What follows belongs to an exercise in optimizing a design on an open flow for small area; a production flow would make more cautious choices.
In this exercise RTL edits were held to simulation tests only and were not proved equivalent to the original.
No activity file was given, so power comes from the tool's default toggle rates.

==> inputs of job 8334 <==
==> flow/design.v <==
module fib_mm2s_reader (
  input  logic              clk,
  input  logic              rst_n,
  input  logic              ap_start,
  output logic              ap_done,
  output logic              ap_pass,
  output logic [7:0]        err_cnt,
  output logic              s_axis_mm2s_cmd_tvalid,
  input  logic              s_axis_mm2s_cmd_tready,
  output logic [103:0]      s_axis_mm2s_cmd_tdata,
  input  logic              m_axis_mm2s_tvalid,
  output logic              m_axis_mm2s_tready,
  input  logic [255:0]      m_axis_mm2s_tdata,
  input  logic [31:0]       m_axis_mm2s_tkeep,
  input  logic              m_axis_mm2s_tlast,
  input  logic              m_axis_mm2s_sts_tvalid,
  output logic              m_axis_mm2s_sts_tready,
  input  logic [7:0]        m_axis_mm2s_sts_tdata
);
  localparam logic [4:0] S_IDLE = 5'd10;    
  localparam logic [4:0] S_C1P  = 5'd11;    
  localparam logic [4:0] S_C1V  = 5'd12;    
  localparam logic [4:0] S_C2   = 5'd22;    
  localparam logic [4:0] S_DONE = 5'd9;     
  localparam logic [31:0] DAT_S  = 32'hff9fe0ff;
  localparam logic [31:0] STS_S  = 32'h00200100;
  localparam logic [31:0] LAST_S = 32'h00300080;
  localparam logic [511:0] FIB_B = {
    32'h00000080, 32'h00600060, 32'h000000d0, 32'h00000c8c,
    32'h00000a5a, 32'h000000e1, 32'hc0000b5b, 32'ha00000e0,
    32'h98001050, 32'hf400005c, 32'h730000e9, 32'haea00f47,
    32'hb438072b, 32'h02f40f2d, 32'hc3030030, 32'hb6b6cc6d
  };
  logic [4:0] st_q;
  logic [7:0] err_q;
  logic [9:0] wd_q;
  logic idle, done, dat, sts, cv, in_wait, wd_z, hs_cmd, hs_dat, hs_sts, hs_any;
  logic count, fire, step, is_last, beat_bad, sts_bad, inc;
  logic [15:0] fib_lo;
  assign idle    = (st_q == S_IDLE);
  assign done    = (st_q == S_DONE);
  assign dat     = DAT_S[st_q];
  assign sts     = STS_S[st_q];
  assign cv      = (st_q == S_C1V) || ((st_q == S_C2) && (wd_q[9] || !wd_z));
  assign in_wait = !idle && !done;
  assign hs_cmd  = cv & s_axis_mm2s_cmd_tready;
  assign hs_dat  = dat & m_axis_mm2s_tvalid;
  assign hs_sts  = sts & m_axis_mm2s_sts_tvalid;
  assign hs_any  = hs_cmd | hs_dat | hs_sts;
  assign count   = in_wait & ~hs_any;
  assign wd_z    = (wd_q[8:0] == 9'd0);
  assign fire    = count & wd_q[9] & wd_z;
  assign step    = hs_any | (st_q == S_C1P) | (idle & ap_start) | (done & ~ap_start);
  always_comb begin
    for (int b = 0; b < 16; b++) fib_lo[b] = FIB_B[{b[3:0], st_q}];
  end
  assign is_last = LAST_S[st_q];
  assign beat_bad = (m_axis_mm2s_tdata[15:0] != fib_lo) ||
                    (|m_axis_mm2s_tdata[255:16]) ||
                    (m_axis_mm2s_tkeep != '1) ||
                    (m_axis_mm2s_tlast != is_last);
  assign sts_bad  = !m_axis_mm2s_sts_tdata[7] || (|m_axis_mm2s_sts_tdata[6:4]);
  assign inc = (hs_dat & beat_bad) | (hs_sts & sts_bad) | fire;
  always_ff @(posedge clk) begin
    if (!rst_n) begin
      st_q  <= S_IDLE;
      err_q <= 8'd0;
    end else begin
      if (fire) st_q <= S_DONE;
      else if (step) st_q <= st_q + 5'd1;
      if (idle && ap_start) err_q <= 8'd0;
      else if (inc && err_q != 8'hFF) err_q <= err_q + 8'd1;
    end
  end
  always_ff @(posedge clk) begin
    wd_q <= count ? {wd_q[8:0], wd_q[9] ^ wd_q[6] ^ wd_z} : 10'd0;
  end
  assign ap_done = done;
  assign ap_pass = (err_q == 8'd0);
  assign err_cnt = err_q;
  assign s_axis_mm2s_cmd_tvalid = cv;
  assign m_axis_mm2s_tready     = dat;
  assign m_axis_mm2s_sts_tready = sts;
  always_comb begin
    s_axis_mm2s_cmd_tdata      = {104{st_q[0]}};
    s_axis_mm2s_cmd_tdata[30]  = cv;         
    s_axis_mm2s_cmd_tdata[23]  = cv;         
    s_axis_mm2s_cmd_tdata[59]  = st_q[3];    
    s_axis_mm2s_cmd_tdata[57]  = st_q[3];    
    s_axis_mm2s_cmd_tdata[52]  = st_q[1];    
    s_axis_mm2s_cmd_tdata[9]   = st_q[1];    
    s_axis_mm2s_cmd_tdata[8]   = st_q[3];    
    s_axis_mm2s_cmd_tdata[5]   = st_q[1];    
  end
endmodule
==> flow/flow/run.sh <==
#!/bin/bash
# Layout flow: the standard flow with these changes.
#  - Synthesis is the standard one, except that abc maps the logic for area
#    (flow/abc_area.script in place of ORFS's abc_speed.script) and adders are
#    left to abc instead of being extracted into half/full-adder cells
#    (ADDER_MAP_FILE empty); the registers are untouched. abc's deepsyn step
#    is randomised, so synthesis runs eight times with different seeds, four
#    at a time, and the run with the smallest cell area is kept.
#  - Port buffers are the smallest buffer, sky130_fd_sc_hd__buf_1.
#  - Clock tree: small clock buffers and no dummy loads.
# Each tool's full output is in orfs/logs/ (trial_*/logs/ for the synthesis
# runs not kept); make's output goes to flow_*.log here.
set -euo pipefail
here=$(pwd)
seeds="0 7 13 29 3 11 42 57"
trial() {
  local s=$1
  rm -rf "$here/scripts_$s" "$here/trial_$s"
  cp -r "$FLOW_HOME/scripts" "$here/scripts_$s"
  sed "s/&deepsyn -T 60/\&deepsyn -T 60 -S $s/" "$here/flow/abc_area.script" > "$here/scripts_$s/abc_speed.script"
  bash standard.sh "SCRIPTS_DIR=$here/scripts_$s" "ADDER_MAP_FILE=" "WORK_HOME=$here/trial_$s" synth > "flow_synth_$s.log" 2>&1
}
for s in 0 7 13 29; do trial $s & done
wait
for s in 3 11 42 57; do trial $s & done
wait
best=""; best_area=""
for s in $seeds; do
  stat="$here/trial_$s/reports/sky130hd/fib_mm2s_reader/base/synth_stat.txt"
  [[ -f "$stat" ]] || continue
  a=$(awk '/sky130_fd_sc_hd__/{ if ($3 !~ /__(buf_|clkbuf_|conb)/) t+=$2 } END {printf "%.3f", t}' "$stat")
  echo "seed $s: area without buffers $a" | tee -a flow_synth_choice.log
  if [[ -z "$best" ]] || awk -v a="$a" -v b="$best_area" 'BEGIN{exit !(a<b)}'; then best=$s; best_area=$a; fi
done
echo "kept seed $best" | tee -a flow_synth_choice.log
rm -rf "$here/orfs"
mv "$here/trial_$best" "$here/orfs"
bash standard.sh "BUFFER_PORTS_ARGS=-buffer_cell sky130_fd_sc_hd__buf_1" \
  "CTS_ARGS=-repair_clock_nets -dont_use_dummy_load -root_buf sky130_fd_sc_hd__clkbuf_8 -buf_list {sky130_fd_sc_hd__clkbuf_8}" \
  finish > flow_finish.log 2>&1
==> flow/flow/abc_area.script <==
strash
&get -n
&st
&deepsyn -T 60
&dch -f
&nf -R 1000 -p
&put
==> flow/standard.sh <==
#!/bin/bash
# synth_recipe.tcl (not shown) runs the flow's synth.tcl, then flattens the netlist and writes it again
# the make line also repeats each setting of config.mk as NAME=value (left out here)
make -C /OpenROAD-flow-scripts/flow DESIGN_CONFIG=/design/flow/config.mk WORK_HOME=/design/flow/orfs CLKGATE_MAP_FILE= SYNTH_SCRIPT=/design/flow/synth_recipe.tcl "${@:-finish}"
==> flow/config.mk <==
export PLATFORM = sky130hd
export DESIGN_NAME = fib_mm2s_reader
export DESIGN_NICKNAME = fib_mm2s_reader
export VERILOG_FILES = /design/flow/design.v
export SDC_FILE = /design/flow/constraint.sdc
export NUM_CORES = 4
export LEC_CHECK = 0
export CAP_MARGIN = 20
export CORE_AREA = 5 5 145 145
export DIE_AREA = 0 0 150 150
export SLEW_MARGIN = 20
==> flow/constraint.sdc <==
create_clock -name core_clock -period 8.0 [get_ports {clk}]
set_input_delay 1.6000 -clock core_clock [delete_from_list [all_inputs] [get_ports {clk}]]
set_output_delay 1.6000 -clock core_clock [all_outputs]
set_load 0.01 [all_outputs]
==> job 2268 (differences from job 8334) <==
--- a/flow/design.v
+++ b/flow/design.v
@@ -17,31 +17,24 @@
   output logic              m_axis_mm2s_sts_tready,
   input  logic [7:0]        m_axis_mm2s_sts_tdata
 );
-  localparam logic [4:0] S_IDLE = 5'd10;    
-  localparam logic [4:0] S_C1P  = 5'd11;    
-  localparam logic [4:0] S_C1V  = 5'd12;    
-  localparam logic [4:0] S_C2   = 5'd22;    
-  localparam logic [4:0] S_DONE = 5'd9;     
-  localparam logic [31:0] DAT_S  = 32'hff9fe0ff;
-  localparam logic [31:0] STS_S  = 32'h00200100;
-  localparam logic [31:0] LAST_S = 32'h00300080;
   localparam logic [511:0] FIB_B = {
-    32'h00000080, 32'h00600060, 32'h000000d0, 32'h00000c8c,
-    32'h00000a5a, 32'h000000e1, 32'hc0000b5b, 32'ha00000e0,
-    32'h98001050, 32'hf400005c, 32'h730000e9, 32'haea00f47,
-    32'hb438072b, 32'h02f40f2d, 32'hc3030030, 32'hb6b6cc6d
+    32'ha0000000, 32'h58000800, 32'hf4000000, 32'h23000000,
+    32'hd6800000, 32'hf8400800, 32'h56f00000, 32'hf8280000,
+    32'h14261000, 32'h173d0000, 32'hfa5cc000, 32'hd1eba003,
+    32'h0aed0e05, 32'hcb40bd05, 32'hcc30c0c0, 32'h1b6db5b5
   };
+  localparam logic [31:0] LAST_S = 32'ha0000404;
   logic [4:0] st_q;
   logic [7:0] err_q;
   logic [9:0] wd_q;
   logic idle, done, dat, sts, cv, in_wait, wd_z, hs_cmd, hs_dat, hs_sts, hs_any;
   logic count, fire, step, is_last, beat_bad, sts_bad, inc;
   logic [15:0] fib_lo;
-  assign idle    = (st_q == S_IDLE);
-  assign done    = (st_q == S_DONE);
-  assign dat     = DAT_S[st_q];
-  assign sts     = STS_S[st_q];
-  assign cv      = (st_q == S_C1V) || ((st_q == S_C2) && (wd_q[9] || !wd_z));
+  assign idle    = (st_q == 5'd0);
+  assign done    = (st_q == 5'd31);
+  assign dat     = ((st_q >= 5'd3) && (st_q <= 5'd10)) || ((st_q >= 5'd13) && (st_q <= 5'd29));
+  assign sts     = (st_q == 5'd11) || (st_q == 5'd30);
+  assign cv      = (st_q == 5'd2) || ((st_q == 5'd12) && (wd_q[9] || !wd_z));
   assign in_wait = !idle && !done;
   assign hs_cmd  = cv & s_axis_mm2s_cmd_tready;
   assign hs_dat  = dat & m_axis_mm2s_tvalid;
@@ -50,7 +43,7 @@
   assign count   = in_wait & ~hs_any;
   assign wd_z    = (wd_q[8:0] == 9'd0);
   assign fire    = count & wd_q[9] & wd_z;
-  assign step    = hs_any | (st_q == S_C1P) | (idle & ap_start) | (done & ~ap_start);
+  assign step    = hs_any | (st_q == 5'd1) | (idle & ap_start) | (done & ~ap_start);
   always_comb begin
     for (int b = 0; b < 16; b++) fib_lo[b] = FIB_B[{b[3:0], st_q}];
   end
@@ -63,10 +56,10 @@
   assign inc = (hs_dat & beat_bad) | (hs_sts & sts_bad) | fire;
   always_ff @(posedge clk) begin
     if (!rst_n) begin
-      st_q  <= S_IDLE;
+      st_q  <= 5'd0;
       err_q <= 8'd0;
     end else begin
-      if (fire) st_q <= S_DONE;
+      if (fire) st_q <= 5'd31;
       else if (step) st_q <= st_q + 5'd1;
       if (idle && ap_start) err_q <= 8'd0;
       else if (inc && err_q != 8'hFF) err_q <= err_q + 8'd1;
@@ -85,11 +78,11 @@
     s_axis_mm2s_cmd_tdata      = {104{st_q[0]}};
     s_axis_mm2s_cmd_tdata[30]  = cv;         
     s_axis_mm2s_cmd_tdata[23]  = cv;         
-    s_axis_mm2s_cmd_tdata[59]  = st_q[3];    
-    s_axis_mm2s_cmd_tdata[57]  = st_q[3];    
-    s_axis_mm2s_cmd_tdata[52]  = st_q[1];    
-    s_axis_mm2s_cmd_tdata[9]   = st_q[1];    
-    s_axis_mm2s_cmd_tdata[8]   = st_q[3];    
-    s_axis_mm2s_cmd_tdata[5]   = st_q[1];    
+    s_axis_mm2s_cmd_tdata[59]  = st_q[1];    
+    s_axis_mm2s_cmd_tdata[57]  = st_q[1];    
+    s_axis_mm2s_cmd_tdata[52]  = st_q[2];    
+    s_axis_mm2s_cmd_tdata[9]   = st_q[2];    
+    s_axis_mm2s_cmd_tdata[8]   = st_q[1];    
+    s_axis_mm2s_cmd_tdata[5]   = st_q[2];    
   end
 endmodule
==> flow/flow/run.sh (replaced) <==
#!/bin/bash
# Layout flow: the standard flow with these changes.
#  - Synthesis is the standard one, except that abc maps the logic for area
#    (flow/abc_area.script in place of ORFS's abc_speed.script); the registers
#    are untouched.
#  - Port buffers are the smallest buffer, sky130_fd_sc_hd__buf_1.
#  - Clock tree: small clock buffers and no dummy loads.
# Each tool's full output is in orfs/logs/; make's output goes to flow_*.log here.
set -euo pipefail
here=$(pwd)
rm -rf "$here/scripts"
cp -r "$FLOW_HOME/scripts" "$here/scripts"
cp "$here/flow/abc_area.script" "$here/scripts/abc_speed.script"
bash standard.sh "SCRIPTS_DIR=$here/scripts" synth > flow_synth.log 2>&1
bash standard.sh "BUFFER_PORTS_ARGS=-buffer_cell sky130_fd_sc_hd__buf_1" \
  "CTS_ARGS=-repair_clock_nets -dont_use_dummy_load -root_buf sky130_fd_sc_hd__clkbuf_8 -buf_list {sky130_fd_sc_hd__clkbuf_8}" \
  finish > flow_finish.log 2>&1
==> job 3134 (differences from job 8334) <==
==> flow/design.v (replaced) <==
module fib_mm2s_reader (
  input  logic              clk,
  input  logic              rst_n,
  input  logic              ap_start,
  output logic              ap_done,
  output logic              ap_pass,
  output logic [7:0]        err_cnt,
  output logic              s_axis_mm2s_cmd_tvalid,
  input  logic              s_axis_mm2s_cmd_tready,
  output logic [103:0]      s_axis_mm2s_cmd_tdata,
  input  logic              m_axis_mm2s_tvalid,
  output logic              m_axis_mm2s_tready,
  input  logic [255:0]      m_axis_mm2s_tdata,
  input  logic [31:0]       m_axis_mm2s_tkeep,
  input  logic              m_axis_mm2s_tlast,
  input  logic              m_axis_mm2s_sts_tvalid,
  output logic              m_axis_mm2s_sts_tready,
  input  logic [7:0]        m_axis_mm2s_sts_tdata
);
  logic       cmdp_q, cv_q, dr_q, sr_q, dn_q;
  logic [7:0] err_q, err_d;
  logic [4:0] idx_q, idx_d;
  logic       p1_q, pass_q;
  logic [9:0] wd_q;
  logic p2, wd_z, hs_cmd, hs_dat, hs_sts, hs_any, in_wait, count, fire, is_last;
  logic beat_bad, sts_bad, inc;
  logic [15:0] fib_lo;
  assign p2 = idx_q[3];
  assign hs_cmd  = cv_q & s_axis_mm2s_cmd_tready;
  assign hs_dat  = dr_q & m_axis_mm2s_tvalid;
  assign hs_sts  = sr_q & m_axis_mm2s_sts_tvalid;
  assign hs_any  = hs_cmd | hs_dat | hs_sts;
  assign in_wait = cmdp_q | cv_q | dr_q | sr_q;
  assign count   = in_wait & ~hs_any;
  assign wd_z    = (wd_q[8:0] == 9'd0);
  assign fire    = count & wd_q[9] & wd_z;
  assign is_last = (idx_q == 5'd7) || (idx_q == 5'd24);
  localparam logic [511:0] FIB_B = {
    32'hff000000,
    32'hc0c00000,
    32'hffa00000,
    32'h1d180000,
    32'hb4b40000,
    32'hffc20000,
    32'hb0b78000,
    32'hc1c14000,
    32'hb0a13000,
    32'hecb9e800,
    32'hf7d2e600,
    32'h8c8f5d00,
    32'h6a5768c0,
    32'h5a5a05a0,
    32'he6618618,
    32'h00db6db6
  };
  always_comb begin
    for (int b = 0; b < 16; b++) fib_lo[b] = FIB_B[32*b + int'(idx_q)];
  end
  assign beat_bad = (m_axis_mm2s_tdata[15:0] != fib_lo) ||
                    (|m_axis_mm2s_tdata[255:16]) ||
                    (m_axis_mm2s_tkeep != '1) ||
                    (m_axis_mm2s_tlast != is_last);
  assign sts_bad  = !m_axis_mm2s_sts_tdata[7] || (|m_axis_mm2s_sts_tdata[6:4]);
  assign inc = (hs_dat & beat_bad) | (hs_sts & sts_bad) | fire;
  always_comb begin
    err_d = err_q;
    if (!in_wait && !dn_q && ap_start) err_d = 8'd0;
    else if (inc && err_q != 8'hFF) err_d = err_q + 8'd1;
  end
  always_ff @(posedge clk) begin
    if (!rst_n) begin
      cmdp_q <= 1'b0;
      cv_q   <= 1'b0;
      dr_q   <= 1'b0;
      sr_q   <= 1'b0;
      dn_q   <= 1'b0;
      err_q  <= 8'd0;
    end else begin
      cmdp_q <= (~in_wait & ~dn_q & ap_start) | (hs_sts & ~idx_q[4]);
      cv_q   <= cmdp_q | (cv_q & ~s_axis_mm2s_cmd_tready & ~fire);
      dr_q   <= hs_cmd | (dr_q & ~(hs_dat & is_last) & ~fire);
      sr_q   <= (hs_dat & is_last) | (sr_q & ~m_axis_mm2s_sts_tvalid & ~fire);
      dn_q   <= fire | (hs_sts & idx_q[4]) | (dn_q & ap_start);
      err_q  <= err_d;
    end
  end
  always_comb begin
    idx_d = idx_q;
    if (!in_wait) idx_d = 5'd0;
    else if (hs_dat) idx_d = idx_q + 5'd1;
  end
  always_ff @(posedge clk) begin
    idx_q  <= idx_d;
    p1_q   <= ~idx_d[3];
    pass_q <= (err_d == 8'd0);
    wd_q   <= count ? {wd_q[8:0], wd_q[9] ^ wd_q[6] ^ wd_z} : 10'd0;
  end
  assign ap_done = dn_q;
  assign ap_pass = pass_q;
  assign err_cnt = err_q;
  assign s_axis_mm2s_cmd_tvalid = cv_q;
  assign m_axis_mm2s_tready     = dr_q;
  assign m_axis_mm2s_sts_tready = sr_q;
  always_comb begin
    s_axis_mm2s_cmd_tdata      = {104{dn_q}};
    s_axis_mm2s_cmd_tdata[30]  = cv_q;    
    s_axis_mm2s_cmd_tdata[23]  = cv_q;    
    s_axis_mm2s_cmd_tdata[59]  = p1_q;    
    s_axis_mm2s_cmd_tdata[57]  = p1_q;    
    s_axis_mm2s_cmd_tdata[52]  = p2;      
    s_axis_mm2s_cmd_tdata[9]   = p2;      
    s_axis_mm2s_cmd_tdata[8]   = p1_q;    
    s_axis_mm2s_cmd_tdata[5]   = p2;      
  end
endmodule
==> metrics.md <==
| Metric | Value |
|---|---|
| Vias after detailed routing | `4048` |
| Initial Utilization | `0.141` |
| Critical Path Slowest Stage Cell | `sky130_fd_sc_hd__nor4_1` |
| Sequential share of cell area | `0.119` |
| Clock transition at the registers of the reported paths | `90 ps` |
| Arrival time at the worst endpoint | `5570 ps` |
| Top power consumer group | `combinational logic` |
| Critical hold path startpoint | `wd_q[2]$_SDFF_PP0_` |
| Fraction of the cycle the final worst path needs | `0.684` |
| Result of the run | `finished clean` |
| TritonCTS Buffers | `3` |
| Number of different library cells in the post-synthesis netlist | `38` |
| Global routing usage on met2 | `0.212` |
That was job 8334.
==> metrics.md <==
| Metric | Value |
|---|---|
| Critical Path Slowest Stage Cell | `sky130_fd_sc_hd__nor4_1` |
| Number of synthesized register bits | `23` |
| Vias after detailed routing | `4254` |
| Result of the run | `finished clean` |
| Clock transition at the registers of the reported paths | `80 ps` |
| Sequential share of cell area | `0.111` |
| End of the worst register-to-register path | `err_q[7]$_SDFFE_PP0P_` |
| Initial Utilization | `0.154` |
| Placed wire-length estimate after detailed placement | `13800 um` |
| TritonCTS Buffers | `3` |
| Buffers outside the clock class | `416` |
| Fraction of the cycle the final worst path needs | `0.551` |
| Number of different library cells in the post-synthesis netlist | `36` |
| Arrival time at the worst endpoint | `4600 ps` |
| Sw frac | `0.560` |
| Critical hold path startpoint | `wd_q[7]$_SDFF_PP0_` |
| Top power consumer group | `combinational logic` |
| Depth of the worst register-to-register path | `15` |
| Clock power share | `0.079` |
That was job 2268.
==> metrics.md <==
| Metric | Value |
|---|---|
| Launching element type of the critical path | `input pin` |
| Clock power share | `0.303` |
| Critical hold path startpoint | `wd_q[7]$_SDFF_PN0_` |
| Clock transition at the registers of the reported paths | `70 ps` |
| Critical Path Slowest Stage Cell | `sky130_fd_sc_hd__or4_1` |
| Result of the run | `finished clean` |
| Proportion of synthesized flip-flops having asynchronous set or reset | `0` |
| Setup Buffers After CTS | `0` |
| Number of different library cells in the post-synthesis netlist | `36` |
| Largest cell class by area | `buffers` |
| Sequential share of cell area | `0.145` |
| Global routing usage on met2 | `0.176` |
| Arrival time at the worst endpoint | `5610 ps` |
| Top power consumer group | `registers` |
| Initial Utilization | `0.152` |
| TritonCTS Buffers | `5` |
| Vias after detailed routing | `3988` |
That was job 3134.

==> port drivers added, routing unchanged <==
The flow's constraints put no driver on any port. The routed layouts listed below were extracted and timed again, unchanged, in two steps.
Step 1 (the two cells are an assumption about what drives the block):
set clk [get_ports {clk}]
set_driving_cell -lib_cell sky130_fd_sc_hd__clkbuf_16 $clk
set_driving_cell -lib_cell sky130_fd_sc_hd__buf_2 [delete_from_list [all_inputs] $clk]
Step 2, shift: input delay + t, output delay - t, t = (earliest + latest rising clock arrival at the registers) / 2. This alone moves slack from input paths to output paths.
a / b / c = no drivers / after step 1 / after step 2; a / b = the first two.
| run | t, ns | slack for setup (ns) | worst register clock-pin slew, ns |
|---|---|---|---|
| job 8334 | 0.279 | 2.530 / 2.527 / 2.248 | 0.09 / 0.09 |
| job 2268 | 0.287 | 3.592 / 3.592 / 3.305 | 0.08 / 0.08 |
| job 3134 | 0.291 | 2.552 / 2.540 / 2.249 | 0.07 / 0.07 |
After both steps setup and hold are still met in every run listed. For job 3134, which loses most, drivers alone change the setup slack by -0.012 ns; drivers and shift together by -0.303 ns.
